What follows belongs to an exercise in optimizing a design on an open flow for small area; a production flow would make more cautious choices. In this exercise RTL edits were held to simulation tests only and were not proved equivalent to the original. No activity file was given, so power comes from the tool's default toggle rates.

// wb_retire_unit
module wb_retire_unit #(
  parameter int DATA_W = 64,
  parameter int DEPTH  = 8,
  localparam int TAG_W = $clog2(DEPTH),
  localparam int OW    = TAG_W + 1
) (
  input  logic              clk,
  input  logic              rst_n,
  input  logic              flush,
  input  logic [1:0]        alloc_req,
  output logic              alloc_ready,
  output logic [TAG_W-1:0]  alloc_tag0,
  output logic [TAG_W-1:0]  alloc_tag1,
  input  logic              comp_valid1,
  input  logic [TAG_W-1:0]  comp_tag1,
  input  logic              comp_wr1,
  input  logic [4:0]        comp_rd1,
  input  logic [DATA_W-1:0] comp_data1,
  input  logic              comp_valid2,
  input  logic [TAG_W-1:0]  comp_tag2,
  input  logic              comp_wr2,
  input  logic [4:0]        comp_rd2,
  input  logic [DATA_W-1:0] comp_data2,
  output logic              wen1,
  output logic              wen2,
  output logic [4:0]        rd_addr1,
  output logic [4:0]        rd_addr2,
  output logic [DATA_W-1:0] write_data1,
  output logic [DATA_W-1:0] write_data2,
  output logic [1:0]        retire_cnt,
  output logic              empty
);
Size: ~26,000 µm² of cells after synthesis.
==> module wb_retire_unit, before the edit <==
module wb_retire_unit #(
  parameter int DATA_W = 64,
  parameter int DEPTH  = 8,
  localparam int TAG_W = $clog2(DEPTH),
  localparam int OW    = TAG_W + 1
) (
  input  logic              clk,
  input  logic              rst_n,
  input  logic              flush,
  input  logic [1:0]        alloc_req,
  output logic              alloc_ready,
  output logic [TAG_W-1:0]  alloc_tag0,
  output logic [TAG_W-1:0]  alloc_tag1,
  input  logic              comp_valid1,
  input  logic [TAG_W-1:0]  comp_tag1,
  input  logic              comp_wr1,
  input  logic [4:0]        comp_rd1,
  input  logic [DATA_W-1:0] comp_data1,
  input  logic              comp_valid2,
  input  logic [TAG_W-1:0]  comp_tag2,
  input  logic              comp_wr2,
  input  logic [4:0]        comp_rd2,
  input  logic [DATA_W-1:0] comp_data2,
  output logic              wen1,
  output logic              wen2,
  output logic [4:0]        rd_addr1,
  output logic [4:0]        rd_addr2,
  output logic [DATA_W-1:0] write_data1,
  output logic [DATA_W-1:0] write_data2,
  output logic [1:0]        retire_cnt,
  output logic              empty
);
  localparam int EW = DATA_W + 6;   
  localparam int NB = DEPTH / 2;    
  logic [TAG_W-1:0]  head, tail;
  logic              full;          
  logic [DEPTH-1:0]  rdy;
  logic [DEPTH-1:0]  par;           
  logic [EW-1:0]     ent [DEPTH];
  logic              s1e, s1o, s2e, s2o;
  logic [NB-1:0]     se, so;        
  logic [DEPTH-1:0]  hd, hd1, td, td1, td2, ret, alloc, hit1, hit2, we1, we2, hold;
  logic              r0, r1, occ0, occ1, occ6, occ7, occ_ge2;
  logic [1:0]        grant, rcnt;
  logic [EW-1:0]     lane1, lane2;
  assign occ0        = ~full & |(hd & td);     
  assign occ1        = ~full & |(hd1 & td);    
  assign occ6        = ~full & |(hd & td2);    
  assign occ7        = ~full & |(hd & td1);    
  assign occ_ge2     = ~occ0 & ~occ1;
  assign alloc_ready = ~full & ~occ7;
  assign alloc_tag0  = tail;
  assign alloc_tag1  = tail + TAG_W'(1);
  assign empty       = occ0;
  assign grant       = (alloc_ready && alloc_req != 2'd3) ? alloc_req : 2'd0;
  assign lane1       = {comp_wr1 & (|comp_rd1), comp_rd1, comp_data1};
  assign lane2       = {comp_wr2 & (|comp_rd2), comp_rd2, comp_data2};
  always_comb begin
    for (int i = 0; i < DEPTH; i++) begin
      hd[i]   = head == TAG_W'(i);
      td[i]   = tail == TAG_W'(i);
      hit1[i] = comp_valid1 && comp_tag1 == TAG_W'(i);
      hit2[i] = comp_valid2 && comp_tag2 == TAG_W'(i);
    end
    for (int i = 0; i < DEPTH; i++) begin
      hd1[i] = hd[(i + DEPTH - 1) % DEPTH];   
      td1[i] = td[(i + DEPTH - 1) % DEPTH];   
      td2[i] = td[(i + DEPTH - 2) % DEPTH];   
    end
  end
  assign r0   = |(hd & rdy) & ~occ0;
  assign r1   = r0 & |(hd1 & rdy) & occ_ge2;
  assign rcnt = {r1, r0 & ~r1};
  always_comb begin
    for (int i = 0; i < DEPTH; i++) begin
      ret[i]   = rdy[i] & (hd[i] | (hd1[i] & rdy[(i + DEPTH - 1) % DEPTH]));
      alloc[i] = (grant != 2'd0 && td[i]) || (grant == 2'd2 && td1[i]);
      we1[i]   = hit1[i] & ~ret[i];
      we2[i]   = hit2[i] & ~hit1[i] & ~ret[i];
      hold[i]  = ~((hit1[i] | hit2[i]) & ~ret[i]);
    end
  end
  logic [EW-1:0] ent_d [DEPTH];
  for (genvar i = 0; i < DEPTH; i++) begin : g_slot
    wb_retire_aoi222 #(.W(EW)) u_next (
      .a(we1[i]), .x(lane1), .b(we2[i]), .y(lane2), .c(hold[i]), .z(ent[i]), .o(ent_d[i])
    );
  end
  always_ff @(posedge clk) begin
    for (int i = 0; i < DEPTH; i++) begin
      ent[i] <= ent_d[i];
      par[i] <= ~(hold[i] & par[i]);
    end
  end
  always_ff @(posedge clk) rdy <= ~alloc & ~ret & (rdy | hit1 | hit2);
  always_ff @(posedge clk) begin
    for (int k = 0; k < NB; k++) begin
      so[k] <= hd[2*k] | hd[2*k+1];
      se[k] <= hd[2*k] | hd[(2*k + DEPTH - 1) % DEPTH];
    end
  end
  always_ff @(posedge clk or negedge rst_n) begin
    if (!rst_n) begin
      head <= '0;
      tail <= '0;
      full <= 1'b0;
      s1e  <= 1'b0;
      s1o  <= 1'b0;
      s2e  <= 1'b0;
      s2o  <= 1'b0;
    end else if (flush) begin
      head <= '0;
      tail <= '0;
      full <= 1'b0;
      s1e  <= 1'b0;
      s1o  <= 1'b0;
      s2e  <= 1'b0;
      s2o  <= 1'b0;
    end else begin
      head <= head + TAG_W'(rcnt);
      tail <= tail + TAG_W'(grant);
      full <= ~r0 & (full | (grant == 2'd2 && occ6));
      s1e  <= r0 & ~head[0];
      s1o  <= r0 & head[0];
      s2e  <= r1 & head[0];
      s2o  <= r1 & ~head[0];
    end
  end
  logic [EW-1:0] be, bo;
  logic          pe, po;
  always_comb begin
    be = '0;
    bo = '0;
    pe = 1'b0;
    po = 1'b0;
    for (int k = 0; k < NB; k++) begin
      be = be | ({EW{se[k]}} & ent[2*k]);
      bo = bo | ({EW{so[k]}} & ent[2*k+1]);
      pe = pe | (se[k] & par[2*k]);
      po = po | (so[k] & par[2*k+1]);
    end
    be = be ^ {EW{pe}};
    bo = bo ^ {EW{po}};
  end
  logic [EW-2:0] nbe, nbo;
  assign nbe = ~be[EW-2:0];
  assign nbo = ~bo[EW-2:0];
  wb_retire_oai22 #(.W(EW-1)) u_port1 (
    .a(~s1e), .x(nbe), .b(~s1o), .y(nbo), .o({rd_addr1, write_data1})
  );
  wb_retire_oai22 #(.W(EW-1)) u_port2 (
    .a(~s2e), .x(nbe), .b(~s2o), .y(nbo), .o({rd_addr2, write_data2})
  );
  logic wze, wzo, same;
  assign wze  = be[EW-1];
  assign wzo  = bo[EW-1];
  assign same = wze & wzo & (be[EW-2:DATA_W] == bo[EW-2:DATA_W]);
  assign wen1 = ((s1e & wze) | (s1o & wzo)) & ~((s2e | s2o) & same);
  assign wen2 = (s2e & wze) | (s2o & wzo);
  assign retire_cnt = {s2e | s2o, (s1e | s1o) & ~(s2e | s2o)};
endmodule
clock: 4.0 ns
lec_check: 0
cap_margin: 0
core_margin: 2
core_utilization: 55
slew_margin: 0
synth_hierarchical: 1
synth_minimum_keep_size: 0
standard.sh (not shown) runs the stock make flow with config.mk's settings and CLKGATE_MAP_FILE= SYNTH_SCRIPT=/design/flow/synth_recipe.tcl, a recipe that flattens the netlist after the stock synthesis.
==> flow/flow/run.sh <==
#!/bin/bash
# The standard layout (standard.sh, unchanged synthesis) with two changes:
#  - ports are buffered with sky130_fd_sc_hd__buf_1 instead of the default clkdlybuf4s50_1
#  - the clock tree uses a clkbuf_16 root, clkbuf_8 elsewhere, larger sink clusters and no
#    dummy loads
# The make output goes to flow_make.log here; ORFS's per-step logs stay under orfs/logs.
set -euo pipefail
cd "$(dirname "$0")/.."
export BUFFER_PORTS_ARGS="-buffer_cell sky130_fd_sc_hd__buf_1"
export CTS_ARGS="-sink_clustering_enable -repair_clock_nets -root_buf sky130_fd_sc_hd__clkbuf_16 -buf_list sky130_fd_sc_hd__clkbuf_8 -sink_clustering_size 20 -sink_clustering_max_diameter 60 -dont_use_dummy_load"
bash standard.sh finish > flow_make.log 2>&1
Rerun with:
--- a/flow/design.v
+++ b/flow/design.v
@@ -30,53 +30,47 @@
   output logic [1:0]        retire_cnt,
   output logic              empty
 );
   localparam int EW = DATA_W + 6;   
   localparam int NB = DEPTH / 2;    
   logic [TAG_W-1:0]  head, tail;
-  logic              full;          
+  logic [OW-1:0]     occ;
   logic [DEPTH-1:0]  rdy;
   logic [DEPTH-1:0]  par;           
   logic [EW-1:0]     ent [DEPTH];
   logic              s1e, s1o, s2e, s2o;
   logic [NB-1:0]     se, so;        
-  logic [DEPTH-1:0]  hd, hd1, td, td1, td2, ret, alloc, hit1, hit2, we1, we2, hold;
-  logic              r0, r1, occ0, occ1, occ6, occ7, occ_ge2;
+  logic [DEPTH-1:0]  hd, hd1, td, td1, ret, alloc, hit1, hit2, we1, we2, hold;
+  logic              r0, r1;
   logic [1:0]        grant, rcnt;
   logic [EW-1:0]     lane1, lane2;
-  assign occ0        = ~full & |(hd & td);     
-  assign occ1        = ~full & |(hd1 & td);    
-  assign occ6        = ~full & |(hd & td2);    
-  assign occ7        = ~full & |(hd & td1);    
-  assign occ_ge2     = ~occ0 & ~occ1;
-  assign alloc_ready = ~full & ~occ7;
+  assign alloc_ready = occ <= OW'(DEPTH - 2);
   assign alloc_tag0  = tail;
   assign alloc_tag1  = tail + TAG_W'(1);
-  assign empty       = occ0;
+  assign empty       = occ == '0;
   assign grant       = (alloc_ready && alloc_req != 2'd3) ? alloc_req : 2'd0;
   assign lane1       = {comp_wr1 & (|comp_rd1), comp_rd1, comp_data1};
   assign lane2       = {comp_wr2 & (|comp_rd2), comp_rd2, comp_data2};
   always_comb begin
     for (int i = 0; i < DEPTH; i++) begin
       hd[i]   = head == TAG_W'(i);
       td[i]   = tail == TAG_W'(i);
       hit1[i] = comp_valid1 && comp_tag1 == TAG_W'(i);
       hit2[i] = comp_valid2 && comp_tag2 == TAG_W'(i);
     end
     for (int i = 0; i < DEPTH; i++) begin
       hd1[i] = hd[(i + DEPTH - 1) % DEPTH];   
-      td1[i] = td[(i + DEPTH - 1) % DEPTH];   
-      td2[i] = td[(i + DEPTH - 2) % DEPTH];   
+      td1[i] = td[(i + DEPTH - 1) % DEPTH];
     end
   end
-  assign r0   = |(hd & rdy) & ~occ0;
-  assign r1   = r0 & |(hd1 & rdy) & occ_ge2;
+  assign r0   = |(hd & rdy) & (occ != '0);
+  assign r1   = r0 & |(hd1 & rdy) & (occ > OW'(1));
   assign rcnt = {r1, r0 & ~r1};
   always_comb begin
     for (int i = 0; i < DEPTH; i++) begin
-      ret[i]   = rdy[i] & (hd[i] | (hd1[i] & rdy[(i + DEPTH - 1) % DEPTH]));
+      ret[i]   = (hd[i] & r0) | (hd1[i] & r1);
       alloc[i] = (grant != 2'd0 && td[i]) || (grant == 2'd2 && td1[i]);
       we1[i]   = hit1[i] & ~ret[i];
       we2[i]   = hit2[i] & ~hit1[i] & ~ret[i];
       hold[i]  = ~((hit1[i] | hit2[i]) & ~ret[i]);
     end
   end
@@ -100,29 +94,29 @@
     end
   end
   always_ff @(posedge clk or negedge rst_n) begin
     if (!rst_n) begin
       head <= '0;
       tail <= '0;
-      full <= 1'b0;
+      occ  <= '0;
       s1e  <= 1'b0;
       s1o  <= 1'b0;
       s2e  <= 1'b0;
       s2o  <= 1'b0;
     end else if (flush) begin
       head <= '0;
       tail <= '0;
-      full <= 1'b0;
+      occ  <= '0;
       s1e  <= 1'b0;
       s1o  <= 1'b0;
       s2e  <= 1'b0;
       s2o  <= 1'b0;
     end else begin
       head <= head + TAG_W'(rcnt);
       tail <= tail + TAG_W'(grant);
-      full <= ~r0 & (full | (grant == 2'd2 && occ6));
+      occ  <= occ + OW'(grant) - OW'(rcnt);
       s1e  <= r0 & ~head[0];
       s1o  <= r0 & head[0];
       s2e  <= r1 & head[0];
       s2o  <= r1 & ~head[0];
     end
   end
After rerunning: Core utilization goes up by 0.47 points; sequential share of layout area stays flat; power is higher by 34%; wire length came out higher by 2.6%; synthesized area is about the same.

[port drivers added, routing unchanged]
The flow's constraints put no driver on any port. The routed layouts listed below were extracted and timed again, unchanged, in two steps.
Step 1 assumes that a clkbuf_16 drives the clock port and a buf_2 every other input.
Step 2, shift: input delay + t, output delay - t, t = (earliest + latest rising clock arrival at the registers) / 2. This alone moves slack from input paths to output paths.
a / b / c = ideal ports / drivers / drivers and shift; a / b = the first two.
run | shift t [ns] | slack for setup (ns) | pins driven straight from the clock port
the first run | 0.629 | 0.103 / 0.034 / 0.664 | 1
the second run | 0.624 | 0.039 / -0.021 / 0.438 | 1
After both steps every run listed still meets setup and hold.
